This design comes from an exercise in tuning for small area, a short achievable clock period and few clock cycles per item on the open sky130 flow, not from production work. Only simulation tests tie the RTL to the original design; equivalence was not proved.

== before ==
==> flow/design.v <==
`default_nettype none
package modexp_pkg;
    localparam int CFG_DATA_W = 32;
    localparam int CFG_IDX_W  = 2;
    localparam logic [CFG_IDX_W-1:0] CFG_EXPONENT = 2'd0;
    localparam logic [CFG_IDX_W-1:0] CFG_MODULUS  = 2'd1;
    localparam logic [CFG_DATA_W-1:0] EXPONENT_RESET = 32'd17;
    localparam logic [CFG_DATA_W-1:0] MODULUS_RESET  = 32'd3233;
endpackage
`default_nettype wire
`default_nettype none
module modexp_ctrl
#(
    parameter int VALUE_WIDTH = 32
) (
    input  wire logic       i_clk,
    input  wire logic       i_rst_n,
    input  wire logic       i_start,
    input  wire logic       i_exp_lt2,
    input  wire logic       i_mod_lt2,
    input  wire logic       i_exp_bit,     
    output logic [4:0]      o_j,           
    output logic [4:0]      o_cnt,         
    output logic            o_idle,        
    output logic            o_init,        
    output logic            o_run,         
    output logic            o_mul,         
    output logic            o_last,        
    output logic            o_next_mul,    
    output logic            o_busy,
    output logic            o_done
);
    typedef enum logic [1:0] {
        S_IDLE,
        S_INIT,
        S_SCAN,
        S_RUN
    } t_state;
    t_state     r_state, n_state;
    logic [4:0] r_j, n_j;
    logic [4:0] r_cnt, n_cnt;
    logic       r_mul, n_mul;
    logic       r_busy, n_busy;
    logic       r_done, n_done;
    assign o_last = (r_state == S_RUN) && (r_cnt == 5'd31);
    always_comb begin
        n_state = r_state;
        n_j     = r_j;
        n_cnt   = r_cnt;
        n_mul   = r_mul;
        n_busy  = r_busy;
        n_done  = 1'b0;
        case (r_state)
            S_IDLE: begin
                if (i_start) begin
                    n_state = S_INIT;
                    n_busy  = 1'b1;
                end
            end
            S_INIT: begin
                n_j   = 5'd31;
                n_cnt = 5'd0;
                if (i_exp_lt2 || i_mod_lt2) begin
                    n_state = S_IDLE;
                    n_busy  = 1'b0;
                    n_done  = 1'b1;
                end else begin
                    n_state = S_SCAN;
                end
            end
            S_SCAN: begin
                if (i_exp_bit) begin
                    n_state = S_RUN;
                    n_mul   = 1'b1;
                end else begin
                    n_j = r_j - 5'd1;
                end
            end
            S_RUN: begin
                n_cnt = r_cnt + 5'd1;
                if (r_cnt == 5'd31) begin
                    if (!r_mul && i_exp_bit) begin
                        n_mul = 1'b1;
                    end else if (r_j == 5'd0) begin
                        n_state = S_IDLE;
                        n_busy  = 1'b0;
                        n_done  = 1'b1;
                    end else begin
                        n_j   = r_j - 5'd1;
                        n_mul = 1'b0;
                    end
                end
            end
            default: begin
                n_state = S_IDLE;
                n_busy  = 1'b0;
            end
        endcase
    end
    always_ff @(posedge i_clk) begin
        if (!i_rst_n) begin
            r_state <= S_IDLE;
            r_busy  <= 1'b0;
            r_done  <= 1'b0;
        end else begin
            r_state <= n_state;
            r_busy  <= n_busy;
            r_done  <= n_done;
        end
        r_j   <= n_j;
        r_cnt <= n_cnt;
        r_mul <= n_mul;
    end
    assign o_j        = r_j;
    assign o_cnt      = r_cnt;
    assign o_idle     = (r_state == S_IDLE);
    assign o_init     = (r_state == S_INIT);
    assign o_run      = (r_state == S_RUN);
    assign o_mul      = r_mul;
    assign o_next_mul = (n_state == S_RUN) && n_mul;
    assign o_busy     = r_busy;
    assign o_done     = r_done;
endmodule
`default_nettype wire
`default_nettype none
module modexp_dp
#(
    parameter int VALUE_WIDTH = 32,
    parameter int ADD_ARCH    = 1
) (
    input  wire logic [VALUE_WIDTH-1:0] i_p,
    input  wire logic [VALUE_WIDTH-1:0] i_b,
    input  wire logic                   i_a_bit,
    input  wire logic [VALUE_WIDTH-1:0] i_m,
    output logic      [VALUE_WIDTH-1:0] o_p_next
);
    localparam int W = VALUE_WIDTH;
    localparam int X = W + 3;    
    logic [X-1:0] x, y, nm1, nm2;
    logic [X-1:0] s1, c1, s2, c2;
    logic [X-1:0] t0, t1, t2;
    assign x   = {2'b00, i_p, 1'b0};
    assign y   = i_a_bit ? {3'b000, i_b} : '0;
    assign nm1 = ~{3'b000, i_m};
    assign nm2 = ~{2'b00, i_m, 1'b0};
    assign s1 = x ^ y ^ nm1;
    assign c1 = (x & y) | (x & nm1) | (y & nm1);
    assign s2 = x ^ y ^ nm2;
    assign c2 = (x & y) | (x & nm2) | (y & nm2);
    modexp_add #(.N(X), .ARCH(ADD_ARCH)) u_add0 (.i_a(x),  .i_b(y),                   .i_ci(1'b0), .o_sum(t0));
    modexp_add #(.N(X), .ARCH(ADD_ARCH)) u_add1 (.i_a(s1), .i_b({c1[X-2:0], 1'b0}), .i_ci(1'b1), .o_sum(t1));
    modexp_add #(.N(X), .ARCH(ADD_ARCH)) u_add2 (.i_a(s2), .i_b({c2[X-2:0], 1'b0}), .i_ci(1'b1), .o_sum(t2));
    always_comb begin
        if (!t2[X-1])      o_p_next = t2[W-1:0];
        else if (!t1[X-1]) o_p_next = t1[W-1:0];
        else               o_p_next = t0[W-1:0];
    end
endmodule
module modexp_add
#(
    parameter int N    = 35,
    parameter int ARCH = 0
) (
    input  wire logic [N-1:0] i_a,
    input  wire logic [N-1:0] i_b,
    input  wire logic         i_ci,
    output logic      [N-1:0] o_sum
);
    localparam int L = $clog2(N);
    logic [N-1:0] g0, p0;
    logic [N-1:0] g [0:2*L];
    logic [N-1:0] p [0:2*L];
    logic [N:0]   c;
    assign g0 = i_a & i_b;
    assign p0 = i_a ^ i_b;
    always_comb begin
        for (int l = 0; l <= 2*L; l++) begin
            g[l] = '0;
            p[l] = '0;
        end
        g[0] = g0;
        p[0] = p0;
        g[0][0] = g0[0] | (p0[0] & i_ci);
        if (ARCH == 1) begin
            for (int l = 0; l < L; l++) begin
                g[l+1] = g[l];
                p[l+1] = p[l];
                for (int k = 0; k < N; k++) begin
                    if (((k >> l) & 1) == 1) begin
                        g[l+1][k] = g[l][k] | (p[l][k] & g[l][((k >> l) << l) - 1]);
                        p[l+1][k] = p[l][k] & p[l][((k >> l) << l) - 1];
                    end
                end
            end
            for (int l = L; l < 2*L; l++) begin
                g[l+1] = g[l];
                p[l+1] = p[l];
            end
        end else begin
            for (int l = 0; l < L; l++) begin
                g[l+1] = g[l];
                p[l+1] = p[l];
                for (int k = 0; k < N; k++) begin
                    if ((k % (1 << (l+1))) == (1 << (l+1)) - 1) begin
                        g[l+1][k] = g[l][k] | (p[l][k] & g[l][k - (1 << l)]);
                        p[l+1][k] = p[l][k] & p[l][k - (1 << l)];
                    end
                end
            end
            for (int l = L - 1; l >= 0; l--) begin
                g[2*L-l] = g[2*L-l-1];
                p[2*L-l] = p[2*L-l-1];
                for (int k = 0; k < N; k++) begin
                    if (k >= (1 << (l+1)) && (k % (1 << (l+1))) == (1 << l) - 1) begin
                        g[2*L-l][k] = g[2*L-l-1][k] | (p[2*L-l-1][k] & g[2*L-l-1][k - (1 << l)]);
                        p[2*L-l][k] = p[2*L-l-1][k] & p[2*L-l-1][k - (1 << l)];
                    end
                end
            end
        end
    end
    assign c     = {g[2*L], i_ci};
    assign o_sum = p0 ^ c[N-1:0];
endmodule
`default_nettype wire
`default_nettype none
module modular_exponentiation_unit
#(
    parameter int VALUE_WIDTH = 32
) (
    input  wire logic                   i_clk,
    input  wire logic                   i_rst_n,
    input  wire logic                   i_start,
    input  wire logic [VALUE_WIDTH-1:0] i_base_value,
    input  wire logic                   i_is_last,
    output logic                        o_busy,
    output logic                        o_done,
    output logic [VALUE_WIDTH-1:0]      o_power_value,
    output logic                        o_last_out,
    input  wire logic                   i_cfg_we,
    input  wire logic [modexp_pkg::CFG_IDX_W-1:0]  i_cfg_index,
    input  wire logic [modexp_pkg::CFG_DATA_W-1:0] i_cfg_data
);
    localparam int W = VALUE_WIDTH;
    logic [W-1:0] r_exponent, r_modulus;
    always_ff @(posedge i_clk) begin
        if (!i_rst_n) begin
            r_exponent <= modexp_pkg::EXPONENT_RESET[W-1:0];
            r_modulus  <= modexp_pkg::MODULUS_RESET[W-1:0];
        end else if (i_cfg_we) begin
            case (i_cfg_index)
                modexp_pkg::CFG_EXPONENT: r_exponent <= i_cfg_data[W-1:0];
                modexp_pkg::CFG_MODULUS:  r_modulus  <= i_cfg_data[W-1:0];
                default: ;
            endcase
        end
    end
    logic       exp_lt2, mod_lt2, exp_bit;
    logic [4:0] j, cnt;
    logic       idle, init, run, mul, last, next_mul;
    assign exp_lt2 = (r_exponent[W-1:1] == '0);
    assign mod_lt2 = (r_modulus[W-1:1] == '0);
    assign exp_bit = r_exponent[j];
    modexp_ctrl #(
        .VALUE_WIDTH(VALUE_WIDTH)
    ) u_ctrl (
        .i_clk      (i_clk),
        .i_rst_n    (i_rst_n),
        .i_start    (i_start),
        .i_exp_lt2  (exp_lt2),
        .i_mod_lt2  (mod_lt2),
        .i_exp_bit  (exp_bit),
        .o_j        (j),
        .o_cnt      (cnt),
        .o_idle     (idle),
        .o_init     (init),
        .o_run      (run),
        .o_mul      (mul),
        .o_last     (last),
        .o_next_mul (next_mul),
        .o_busy     (o_busy),
        .o_done     (o_done)
    );
    logic [W-1:0] r_base, r_acc, r_p;
    logic         r_a_bit, r_tag;
    logic [W-1:0] base_d, p_next;
    logic         acc_bit;
    modexp_dp #(
        .VALUE_WIDTH(VALUE_WIDTH)
    ) u_dp (
        .i_p      (r_p),
        .i_b      (r_acc),
        .i_a_bit  (r_a_bit),
        .i_m      (r_modulus),
        .o_p_next (p_next)
    );
    always_comb begin
        if (idle)            base_d = i_base_value;
        else if (run && mul) base_d = {r_base[W-2:0], r_base[W-1]};
        else                 base_d = r_base;
    end
    assign acc_bit = r_acc[5'd30 - cnt];
    always_ff @(posedge i_clk) begin
        r_base <= base_d;
        if (idle) begin
            r_tag <= i_is_last;
        end
        if (init) begin
            r_acc <= exp_lt2 ? r_base : {{(W-1){1'b0}}, !mod_lt2};
        end else if (last) begin
            r_acc <= p_next;
        end
        if (init || last) begin
            r_p <= '0;
        end else if (run) begin
            r_p <= p_next;
        end
        if (next_mul)  r_a_bit <= base_d[W-1];
        else if (last) r_a_bit <= p_next[W-1];
        else           r_a_bit <= acc_bit;
    end
    assign o_power_value = r_acc;
    assign o_last_out    = r_tag;
endmodule
`default_nettype wire
Settings: LEC_CHECK=0, CAP_MARGIN=20, CORE_MARGIN=2, CORE_UTILIZATION=40, SETUP_SLACK_MARGIN=5, SLEW_MARGIN=20; clock period 9.0 ns.
run.sh (not shown) runs the stock make flow with config.mk's settings and CLKGATE_MAP_FILE= SYNTH_SCRIPT=/design/flow/synth_recipe.tcl, a recipe that flattens the netlist after the stock synthesis.
Testbench counts of before, summed over its fixed seeds: cycles 382,168, items 256.
Changes in after relative to before:
--- a/flow/design.v
+++ b/flow/design.v
@@ -25,10 +25,11 @@
     output logic            o_init,        
     output logic            o_run,         
     output logic            o_mul,         
     output logic            o_last,        
     output logic            o_next_mul,    
+    input  wire logic       i_p_msb,       
     output logic            o_busy,
     output logic            o_done
 );
     typedef enum logic [1:0] {
         S_IDLE,
@@ -86,10 +87,11 @@
                         n_busy  = 1'b0;
                         n_done  = 1'b1;
                     end else begin
                         n_j   = r_j - 5'd1;
                         n_mul = 1'b0;
+                        n_cnt = {4'd0, !i_p_msb};
                     end
                 end
             end
             default: begin
                 n_state = S_IDLE;
@@ -276,22 +278,24 @@
         .o_init     (init),
         .o_run      (run),
         .o_mul      (mul),
         .o_last     (last),
         .o_next_mul (next_mul),
+        .i_p_msb    (p_next[W-1]),
         .o_busy     (o_busy),
         .o_done     (o_done)
     );
     logic [W-1:0] r_base, r_acc, r_p;
-    logic         r_a_bit, r_tag;
-    logic [W-1:0] base_d, p_next;
+    logic         r_a_bit, r_tag, r_first, r_sel_base;
+    logic [W-1:0] base_d, p_next, b_op;
     logic         acc_bit;
+    assign b_op = r_first ? {{(W-1){1'b0}}, 1'b1} : r_acc;
     modexp_dp #(
         .VALUE_WIDTH(VALUE_WIDTH)
     ) u_dp (
         .i_p      (r_p),
-        .i_b      (r_acc),
+        .i_b      (b_op),
         .i_a_bit  (r_a_bit),
         .i_m      (r_modulus),
         .o_p_next (p_next)
     );
     always_comb begin
@@ -304,22 +308,25 @@
         r_base <= base_d;
         if (idle) begin
             r_tag <= i_is_last;
         end
         if (init) begin
-            r_acc <= exp_lt2 ? r_base : {{(W-1){1'b0}}, !mod_lt2};
+            r_sel_base <= exp_lt2;
+        end
+        if (init) begin
+            r_first <= 1'b1;
         end else if (last) begin
-            r_acc <= p_next;
+            r_first <= 1'b0;
         end
         if (init || last) begin
-            r_p <= '0;
-        end else if (run) begin
-            r_p <= p_next;
+            r_acc <= p_next;
         end
+        r_p <= (run && !last) ? p_next : '0;
         if (next_mul)  r_a_bit <= base_d[W-1];
-        else if (last) r_a_bit <= p_next[W-1];
-        else           r_a_bit <= acc_bit;
+        else if (last) r_a_bit <= p_next[W-1] | p_next[W-2];   
+        else if (run)  r_a_bit <= acc_bit;
+        else           r_a_bit <= 1'b0;
     end
-    assign o_power_value = r_acc;
+    assign o_power_value = r_sel_base ? r_base : r_acc;
     assign o_last_out    = r_tag;
 endmodule
 `default_nettype wire
Findings:
- after did not stop at any stage, and its layout met the timing, design-rule and antenna checks.
- Global-route usage in after is 2.7 points below before.
- In the metrics for before and after, the one carrying the lower total of fill cells in the finished design is after.
- Proportion of final cell area spent on non-clock buffers, before and after: smaller value in after
- Clock period minus worst slack sits higher in after than in before.
- Diff before and after: final design instance area without fill higher in before
- Routed via count: after vs before down about 4.7%
- The multi-input gate count of after falls short of that of before by 62.
- after: synthesized-area fraction occupied by adder cells 0.75 points above before
- In the flow results for before and after, the wire length reported by the detailed router is larger on before.
- Compound-cell area share of the yosys netlist is lower on after
Testbench counts of after, summed over its fixed seeds: cycles 377,024, items 256.

==> re-timing with driven ports <==
Ports are ideal in the flow. The routed layouts listed here were re-timed in OpenROAD. Step 1 (the two cells are an assumption about what drives the block):
set clk [get_ports {i_clk}]
set_driving_cell -lib_cell sky130_fd_sc_hd__clkbuf_16 $clk
set_driving_cell -lib_cell sky130_fd_sc_hd__buf_2 [delete_from_list [all_inputs] $clk]
Step 2 moves the port delays by t, midway between the first and last clock arrival at a register: inputs arrive t later, outputs are due t later. That takes back most of the time a late clock gives input paths. Three values: ideal, step 1, step 2; two values: the first two.
| run | t, ns | setup WS [ns] | hold WS [ns] | clock arrival spread, ns |
|---|---|---|---|---|
| before | 0.491 | 4.864 / 4.864 / 4.864 | 0.469 / 0.469 / 0.469 | 0.011 / 0.012 |
| after | 0.495 | 4.787 / 4.787 / 4.787 | 0.473 / 0.473 / 0.473 | 0.019 / 0.020 |
After both steps every run listed still meets setup and hold.
